Context: an optimization exercise on an open-source flow, tuned for small area, a short achievable clock period and few clock cycles per item. The choices shown serve that exercise and are no tape-out recipe.
The RTL was checked by simulation tests, not by an equivalence proof against the original design.
No activity file was given, so power comes from the tool's default toggle rates.

==> flow/design.v <==
`timescale 1ns / 1ps
package sdtl_pkg;
   localparam logic [1:0] OP_START  = 2'd0;
   localparam logic [1:0] OP_STOP   = 2'd1;
   localparam logic [1:0] OP_EXPIRE = 2'd2;
   localparam logic [1:0] ACT_NONE    = 2'd0;
   localparam logic [1:0] ACT_ARMED   = 2'd1;
   localparam logic [1:0] ACT_STOPPED = 2'd2;
   localparam int ReqDataW = 104;
   localparam int RspDataW = 40;
   typedef enum logic [3:0] {
      ST_IDLE,
      ST_DECODE,
      ST_UL_NEXT,
      ST_UL_ALARM,
      ST_UL_WALK,
      ST_INS_START,
      ST_INS_WALK,
      ST_INS_LINK,
      ST_INS_PREV,
      ST_PROC,
      ST_DONE
   } state_type;
   function automatic logic wrap_before(input logic [31:0] a, input logic [31:0] b);
      logic [31:0] diff;
      diff = a - b;
      wrap_before = diff[31];
   endfunction
   function automatic logic [31:0] time_left(input logic [31:0] ft, input logic [31:0] now);
      logic [31:0] ahead;
      ahead = ft - now;
      time_left = wrap_before(now, ft) ? ahead : 32'd0;
   endfunction
endpackage
`timescale 1ns / 1ps
module sorted_deadline_timer_list #(
   parameter int NUM_TIMERS = 16
) (
   input  logic                          clock,
   input  logic                          reset,
   input  logic                          req_tvalid,
   output logic                          req_tready,
   input  logic [1:0]                    req_tuser,   
   input  logic [sdtl_pkg::ReqDataW-1:0] req_tdata,
   output logic                          rsp_tvalid,
   input  logic                          rsp_tready,
   output logic [sdtl_pkg::RspDataW-1:0] rsp_tdata
);
   localparam int SlotW = $clog2(NUM_TIMERS + 1);
   localparam int AddrW = $clog2(NUM_TIMERS);
   localparam logic [SlotW-1:0] SlotEnd = SlotW'(NUM_TIMERS);
   sdtl_pkg::state_type     state_ff, state_in;
   logic [SlotW-1:0]        head_ff, head_in;
   logic [NUM_TIMERS-1:0]   linked_ff, linked_in;
   logic                    rsp_valid_ff, rsp_valid_in;
   logic [1:0]              op_ff, op_in;
   logic [3:0]              id_ff, id_in;
   logic [SlotW-1:0]        slot_ff, slot_in;
   logic [31:0]             now_ff, now_in;
   logic [31:0]             start_ff, start_in;
   logic [30:0]             delay_ff, delay_in;
   logic [31:0]             fnew_ff, fnew_in;
   logic                    apast_ff, apast_in;
   logic [SlotW-1:0]        cur_ff, cur_in;
   logic [SlotW-1:0]        prev_ff, prev_in;
   logic [SlotW-1:0]        ns_ff, ns_in;
   logic                    fired_ff, fired_in;
   logic [3:0]              fid_ff, fid_in;
   logic [1:0]              act_ff, act_in;
   logic [31:0]             rem_ff, rem_in;
   logic [sdtl_pkg::RspDataW-1:0] rsp_data_ff, rsp_data_in;
   logic [31:0]             fire_mem [NUM_TIMERS];
   logic [SlotW-1:0]        next_mem [NUM_TIMERS];
   logic [31:0]             fire_rd_ff;
   logic [SlotW-1:0]        next_rd_ff;
   logic [AddrW-1:0]        rd_addr;
   logic                    fire_we;
   logic [AddrW-1:0]        fire_wa;
   logic [31:0]             fire_wd;
   logic                    next_we;
   logic [AddrW-1:0]        next_wa;
   logic [SlotW-1:0]        next_wd;
   logic                    id_ok;
   logic                    b_past;
   logic                    goes_first;
   sdtl_pkg::state_type     after_unlink;
   assign req_tready = (state_ff == sdtl_pkg::ST_IDLE);
   assign rsp_tvalid = rsp_valid_ff;
   assign rsp_tdata  = rsp_data_ff;
   assign id_ok = ({4'b0000, id_ff} < 8'(NUM_TIMERS));
   assign after_unlink = (op_ff == sdtl_pkg::OP_START) ? sdtl_pkg::ST_INS_START
                                                        : sdtl_pkg::ST_DONE;
   assign b_past     = sdtl_pkg::wrap_before(fire_rd_ff, now_ff);
   assign goes_first = (b_past != apast_ff) ? apast_ff
                                            : sdtl_pkg::wrap_before(fnew_ff, fire_rd_ff);
   always_ff @(posedge clock) begin
      if (fire_we) begin
         fire_mem[fire_wa] <= fire_wd;
      end
      fire_rd_ff <= fire_mem[rd_addr];
   end
   always_ff @(posedge clock) begin
      if (next_we) begin
         next_mem[next_wa] <= next_wd;
      end
      next_rd_ff <= next_mem[rd_addr];
   end
   always_ff @(posedge clock) begin
      if (reset) begin
         state_ff     <= sdtl_pkg::ST_IDLE;
         head_ff      <= SlotEnd;
         linked_ff    <= '0;
         rsp_valid_ff <= 1'b0;
      end else begin
         state_ff     <= state_in;
         head_ff      <= head_in;
         linked_ff    <= linked_in;
         rsp_valid_ff <= rsp_valid_in;
      end
   end
   always_ff @(posedge clock) begin
      op_ff       <= op_in;
      id_ff       <= id_in;
      slot_ff     <= slot_in;
      now_ff      <= now_in;
      start_ff    <= start_in;
      delay_ff    <= delay_in;
      fnew_ff     <= fnew_in;
      apast_ff    <= apast_in;
      cur_ff      <= cur_in;
      prev_ff     <= prev_in;
      ns_ff       <= ns_in;
      fired_ff    <= fired_in;
      fid_ff      <= fid_in;
      act_ff      <= act_in;
      rem_ff      <= rem_in;
      rsp_data_ff <= rsp_data_in;
   end
   always_comb begin
      state_in     = state_ff;
      head_in      = head_ff;
      linked_in    = linked_ff;
      rsp_valid_in = rsp_valid_ff & ~rsp_tready;
      op_in        = op_ff;
      id_in        = id_ff;
      slot_in      = slot_ff;
      now_in       = now_ff;
      start_in     = start_ff;
      delay_in     = delay_ff;
      fnew_in      = fnew_ff;
      apast_in     = apast_ff;
      cur_in       = cur_ff;
      prev_in      = prev_ff;
      ns_in        = ns_ff;
      fired_in     = fired_ff;
      fid_in       = fid_ff;
      act_in       = act_ff;
      rem_in       = rem_ff;
      rsp_data_in  = rsp_data_ff;
      rd_addr      = '0;
      fire_we      = 1'b0;
      fire_wa      = slot_ff[AddrW-1:0];
      fire_wd      = start_ff + {1'b0, delay_ff};
      next_we      = 1'b0;
      next_wa      = slot_ff[AddrW-1:0];
      next_wd      = cur_ff;
      unique case (state_ff)
         sdtl_pkg::ST_IDLE: begin
            if (req_tvalid) begin
               op_in    = req_tuser;
               id_in    = req_tdata[3:0];
               slot_in  = SlotW'(req_tdata[3:0]);
               now_in   = req_tdata[35:4];
               start_in = req_tdata[67:36];
               delay_in = req_tdata[98:68];
               fired_in = 1'b0;
               fid_in   = 4'd0;
               act_in   = sdtl_pkg::ACT_NONE;
               rem_in   = 32'd0;
               state_in = sdtl_pkg::ST_DECODE;
            end
         end
         sdtl_pkg::ST_DECODE: begin
            rd_addr = slot_ff[AddrW-1:0];
            if (op_ff == sdtl_pkg::OP_START && id_ok) begin
               fire_we = 1'b1;
               fnew_in = fire_wd;
               state_in = linked_ff[slot_ff[AddrW-1:0]] ? sdtl_pkg::ST_UL_NEXT
                                                        : sdtl_pkg::ST_INS_START;
            end else if (op_ff == sdtl_pkg::OP_STOP && id_ok) begin
               state_in = linked_ff[slot_ff[AddrW-1:0]] ? sdtl_pkg::ST_UL_NEXT
                                                        : sdtl_pkg::ST_DONE;
            end else if (op_ff == sdtl_pkg::OP_EXPIRE) begin
               if (head_ff == SlotEnd) begin
                  act_in   = sdtl_pkg::ACT_STOPPED;
                  state_in = sdtl_pkg::ST_DONE;
               end else begin
                  rd_addr  = head_ff[AddrW-1:0];
                  state_in = sdtl_pkg::ST_PROC;
               end
            end else begin
               state_in = sdtl_pkg::ST_DONE;
            end
         end
         sdtl_pkg::ST_PROC: begin
            if (!sdtl_pkg::wrap_before(now_ff, fire_rd_ff)) begin
               fired_in = 1'b1;
               fid_in   = 4'(head_ff);
               slot_in  = head_ff;
               rd_addr  = head_ff[AddrW-1:0];
               state_in = sdtl_pkg::ST_UL_NEXT;
            end else begin
               act_in   = sdtl_pkg::ACT_ARMED;
               rem_in   = sdtl_pkg::time_left(fire_rd_ff, now_ff);
               state_in = sdtl_pkg::ST_DONE;
            end
         end
         sdtl_pkg::ST_UL_NEXT: begin
            ns_in = next_rd_ff;
            if (head_ff == slot_ff) begin
               head_in = next_rd_ff;
               linked_in[slot_ff[AddrW-1:0]] = 1'b0;
               if (next_rd_ff == SlotEnd) begin
                  act_in   = sdtl_pkg::ACT_STOPPED;
                  rem_in   = 32'd0;
                  state_in = after_unlink;
               end else begin
                  rd_addr  = next_rd_ff[AddrW-1:0];
                  state_in = sdtl_pkg::ST_UL_ALARM;
               end
            end else begin
               cur_in   = head_ff;
               rd_addr  = head_ff[AddrW-1:0];
               state_in = sdtl_pkg::ST_UL_WALK;
            end
         end
         sdtl_pkg::ST_UL_ALARM: begin
            act_in   = sdtl_pkg::ACT_ARMED;
            rem_in   = sdtl_pkg::time_left(fire_rd_ff, now_ff);
            state_in = after_unlink;
         end
         sdtl_pkg::ST_UL_WALK: begin
            if (next_rd_ff == slot_ff) begin
               next_we  = 1'b1;
               next_wa  = cur_ff[AddrW-1:0];
               next_wd  = ns_ff;
               linked_in[slot_ff[AddrW-1:0]] = 1'b0;
               state_in = after_unlink;
            end else begin
               cur_in  = next_rd_ff;
               rd_addr = next_rd_ff[AddrW-1:0];
            end
         end
         sdtl_pkg::ST_INS_START: begin
            apast_in = sdtl_pkg::wrap_before(fnew_ff, now_ff);
            prev_in  = SlotEnd;
            cur_in   = head_ff;
            rd_addr  = head_ff[AddrW-1:0];
            state_in = (head_ff == SlotEnd) ? sdtl_pkg::ST_INS_LINK
                                            : sdtl_pkg::ST_INS_WALK;
         end
         sdtl_pkg::ST_INS_WALK: begin
            if (goes_first) begin
               state_in = sdtl_pkg::ST_INS_LINK;
            end else begin
               prev_in = cur_ff;
               cur_in  = next_rd_ff;
               rd_addr = next_rd_ff[AddrW-1:0];
               if (next_rd_ff == SlotEnd) begin
                  state_in = sdtl_pkg::ST_INS_LINK;
               end
            end
         end
         sdtl_pkg::ST_INS_LINK: begin
            next_we = 1'b1;
            linked_in[slot_ff[AddrW-1:0]] = 1'b1;
            if (prev_ff == SlotEnd) begin
               head_in  = slot_ff;
               act_in   = sdtl_pkg::ACT_ARMED;
               rem_in   = sdtl_pkg::time_left(fnew_ff, now_ff);
               state_in = sdtl_pkg::ST_DONE;
            end else begin
               state_in = sdtl_pkg::ST_INS_PREV;
            end
         end
         sdtl_pkg::ST_INS_PREV: begin
            next_we  = 1'b1;
            next_wa  = prev_ff[AddrW-1:0];
            next_wd  = slot_ff;
            state_in = sdtl_pkg::ST_DONE;
         end
         sdtl_pkg::ST_DONE: begin
            if (!rsp_valid_ff || rsp_tready) begin
               rsp_valid_in = 1'b1;
               rsp_data_in  = {1'b0, rem_ff, act_ff, fid_ff, fired_ff};
               state_in     = sdtl_pkg::ST_IDLE;
            end
         end
         default: begin
            state_in = sdtl_pkg::ST_IDLE;
         end
      endcase
   end
endmodule
==> flow/run.sh <==
#!/bin/bash
# synth_recipe.tcl (not shown) runs the flow's synth.tcl, then flattens the netlist and writes it again
# the make line also repeats each setting of config.mk as NAME=value (left out here)
make -C /OpenROAD-flow-scripts/flow DESIGN_CONFIG=/design/flow/config.mk WORK_HOME=/design/flow/orfs CLKGATE_MAP_FILE= SYNTH_SCRIPT=/design/flow/synth_recipe.tcl finish
==> flow/config.mk <==
export PLATFORM = sky130hd
export DESIGN_NAME = sorted_deadline_timer_list
export DESIGN_NICKNAME = sorted_deadline_timer_list
export VERILOG_FILES = /design/flow/design.v
export SDC_FILE = /design/flow/constraint.sdc
export NUM_CORES = 4
export LEC_CHECK = 0
export CAP_MARGIN = 20
export CORE_MARGIN = 2
export CORE_UTILIZATION = 40
export SLEW_MARGIN = 20
==> flow/constraint.sdc <==
create_clock -name core_clock -period 7.0 [get_ports {clock}]
set_input_delay 1.4000 -clock core_clock [delete_from_list [all_inputs] [get_ports {clock}]]
set_output_delay 1.4000 -clock core_clock [all_outputs]
set_load 0.01 [all_outputs]
==> run summary <==
-- routing by layer --
metal  vias to the layer above  GRT usage, %  part of all wire (%)
li1                      11150             -                     -
met1                     11961         26.13                    44
met2                       837         32.07                    47
met3                       159         3.161                   6.2
met4                         0         6.054                   2.7
met5                         -             0                     0
-- per-stage QoR --
| step | setup WS, ns | cell area [um2] | utilization, % |
|---|---|---|---|
| CTS | 1.118 | 46680 | 46.75 |
| global placement | 1.212 | 43530 | 43.59 |
| detailed placement | 1.173 | 43540 | 43.60 |
| floorplan | 1.487 | 40210 | - |
| global route | 0.8254 | 46780 | 46.85 |
| finish | 1.177 | 46780 | 46.85 |
-- kinds of logic (layout without fill, tap and decap cells) --
family	count (synthesis)	count (layout)	synth area share [%]
XOR/XNOR	99	99	2.175
AO/OA/AOI/OAI	578	578	10.29
AND/OR/NAND/NOR	472	472	5.891
multiplexers	311	311	8.371
adder cells (fa/ha/maj)	192	192	6.031
flip-flops	883	883	64.38
other	1	2	0.009326
buffers and inverters	251	524	2.860
-- final cells by class --
| class | count | share of cell area (%) |
|---|---|---|
| Sequential cell | 883 | 55.33 |
| Multi-Input combinational cell | 1653 | 28.73 |
| Clock buffer | 124 | 5.370 |
| Timing Repair Buffer | 221 | 4.696 |
| Tap cell | 1298 | 3.471 |
| Clock inverter | 49 | 1.359 |
| Inverter | 130 | 1.043 |
| Antenna cell | 1 | 0.005349 |
-- critical path, stage by stage (launching register included) --
cell and delay, ns:
sky130_fd_sc_hd__edfxtp_1 0.44, sky130_fd_sc_hd__inv_1 0.09, sky130_fd_sc_hd__ha_1 0.42, sky130_fd_sc_hd__nand4_1 0.19, sky130_fd_sc_hd__nor3_1 0.51, sky130_fd_sc_hd__o21ai_0 0.17
sky130_fd_sc_hd__a21oi_1 0.51, sky130_fd_sc_hd__nand4bb_1 0.21, sky130_fd_sc_hd__o211ai_1 0.26, sky130_fd_sc_hd__o21ai_0 0.33, sky130_fd_sc_hd__nand3b_1 0.17, sky130_fd_sc_hd__o22ai_4 0.85
sky130_fd_sc_hd__buf_4 0.47, sky130_fd_sc_hd__mux2_4 0.33, sky130_fd_sc_hd__o2bb2ai_1 0.12, sky130_fd_sc_hd__or4_1 0.59
-- sequential cells by signal, summed over array words and instances (netlist names), 31 cells and up, named ones only --
signal and cells:
rem_ff 32, now_ff 32, start_ff 32, next_mem 80, delay_ff 31, rsp_data_ff 39, fire_rd_ff 32, fnew_ff 32
fire_mem 512
-- placed cells by master (no fill, tap or decap), types with 56 or more instances in the layout --
cell and count:
sky130_fd_sc_hd__mux2i_1 265, sky130_fd_sc_hd__edfxtp_1 820, sky130_fd_sc_hd__nor2_1 108, sky130_fd_sc_hd__a21oi_1 129
sky130_fd_sc_hd__o21ai_0 61, sky130_fd_sc_hd__inv_1 130, sky130_fd_sc_hd__buf_4 62, sky130_fd_sc_hd__clkdlybuf4s50_1 145
sky130_fd_sc_hd__ha_1 189, sky130_fd_sc_hd__nand2_1 126, sky130_fd_sc_hd__a21o_1 65, sky130_fd_sc_hd__dfxtp_1 63
sky130_fd_sc_hd__xnor2_1 56, sky130_fd_sc_hd__o32ai_1 74, sky130_fd_sc_hd__clkbuf_16 92
-- power groups by stage --
| stage | registers, uW | logic, uW | clock network [uW] |
|---|---|---|---|
| 2_1_floorplan | 7790 | 5280 | 0 |
| 5_1_grt | 8030 | 8490 | 5320 |
| 3_5_place_dp | 8090 | 7680 | 0 |
| 3_3_place_gp | 8070 | 7440 | 0 |
| 6_report | 7980 | 7780 | 5000 |
| 4_1_cts | 7980 | 7710 | 5120 |
-- worst paths after layout --
kind                     endpoint  cells past startpoint
setup / recovery   fire_rd_ff[22]                     15
hold / removal    rsp_data_ff[28]                      0
setup reg to reg   fire_rd_ff[22]                     15
hold reg to reg   rsp_data_ff[28]                      0
==> run summary <==
number of different library cells in the post-synthesis netlist 92; overall die area 0.1031 mm2; Clk Latency, worst-skew pair 0.69 ns; quantity of I/O buffers inserted on ports 145; cell internal power dissipation 13230 uW; TritonCTS clock tree done; Critical path origin now_ff[22]; first-pass GRT wire length 150000 um; startpoint of the most critical register-to-register path now_ff[22]; multi-input logic area 0.01344 mm2; r2r setup slk 1.18 ns; die height 321.1 um; effective utilization at floorplan 40.27%; final cell count without fillers 4359; Leakage 0.01828 uW; initial DRC count 2092; number of ports placed on the die boundary 152; time the worst path needs with I/O delays and setup 5.823 ns; maximum clock insertion buffer count 3; clock skew after layout 0.05995 ns; largest fanout on the critical path 18; number of hold buffers added after CTS 0; number of placed instances with taps included 4184; hpwl dp 64000 um; total area of sequential cells 0.02588 mm2; measured slew at the worst slew-check pin 1.119 ns; Synth Net Count 3089; category of the critical setup timing path reg2reg; global-route congestion overflow total 0; Synth area leader sky130_fd_sc_hd__edfxtp_1; part of the Yosys area used for sequential elements 64.38%; number of buffers inserted by post-CTS setup repair 0; fraction of final layout cells sized beyond drive strength 1 10.82%; Net Sw Power 7534 uW; mean instance size in the synthesized netlist 14.43 um2; final hold viol count 0; cell area after technology mapping 0.04021 mm2; critical path capture point type flop; Power per Cell Area 443.8 mW/mm2; setup repair after global routing missed its margin false; hold path startpoint rem_ff[21]; outcome no timing/DRC/antenna violations; routed wirelength normalized by instance count 23.09 um; FP Rows 116; drt drc 0; Routed WL 100600 um; largest cells by area after synthesis sky130_fd_sc_hd__edfxtp_1, sky130_fd_sc_hd__mux2i_1, sky130_fd_sc_hd__ha_1; dominant cell by count in the synthesized netlist sky130_fd_sc_hd__edfxtp_1; Clock Sinks 883; data required time of the worst path 7.52 ns; gp weighted congestion 0.8805; # nets final 3283; detailed-route via count 24107; H-tree lvl count 3; max capacitance violation total 0; Total Neg Setup Slack 0 ns; warning count from the yosys run 1; share of power burned in the clock network 24.1%; Post-synth top cells sky130_fd_sc_hd__edfxtp_1, sky130_fd_sc_hd__mux2i_1, sky130_fd_sc_hd__ha_1; relative contribution of combinational cells to total power 37.5%; area of the core region 0.09986 mm2; floorplan die width 321.1 um; layout overhead on the synthesized area 16.35%; number of antenna violations at the first check in global routing 1; fraction of power spent switching nets 36.29%; vias per inst 5.530; number of buffers created by CTS 92; First-pass DRT Iterations 5; crit path DAT 6.35 ns; count of filler cells inserted in the layout 8673; largest net degree at the start of global routing 75; maximum clock frequency 0.1717 GHz; share of the synthesized area in the top cell type 61.24%; number of synthesized flops with an enable pin 820; global-route total usage across every layer 19.38%; Min-Delay Path Class reg2reg; sum of internal, switching and leakage power 20760 uW; final antenna-violating net count 0; final setup vio count 0; post-synthesis register bit count 883; part of the power in registers 38.4%; hold_ws 0.4026 ns; kind of start point of the critical path flop; most common flop cell mapped by yosys sky130_fd_sc_hd__edfxtp_1; clock root buffer sky130_fd_sc_hd__clkbuf_16; largest vdd supply drop 307.2 uV; register clock-pin slew on the reported worst setup and hold paths 0.06 ns; via count of the first global-routing pass 24396; Gate Count Post-Synth 2787; Final Slew Violations 0; FFs w/ async S/R, synth 0%; post-cts resize count 0; post-route clock period utilization 83.19%; worst slew margin relative to its limit 25.43%
Testbench counts, summed over its fixed seeds: cycles 82,647, requests 12,000.

[re-timing with driven ports]
The flow's constraints put no driver on any port. The routed layout listed below was extracted and timed again, unchanged, in two steps. Step 1 (the two cells are an assumption about what drives the block):
set clk [get_ports {clock}]
set_driving_cell -lib_cell sky130_fd_sc_hd__clkbuf_16 $clk
set_driving_cell -lib_cell sky130_fd_sc_hd__buf_2 [delete_from_list [all_inputs] $clk]
Step 2 also shifts input and output timing later by t, the mid clock arrival at the registers, as if the neighbouring blocks saw the same clock. Three values: no drivers, after step 1, after step 2; two values: the first two.
t, ns: 0.724
slack for setup (ns): 1.177 / 1.177 / 1.177
worst register clock-pin slew, ns: 0.07 / 0.07
worst data-port slew with drivers (ns): 0.04
cell pins on the clock port's net: 1
After both steps setup and hold are still met in this run. For this run, drivers alone change the setup slack by 0.000 ns; drivers and shift together by 0.000 ns.
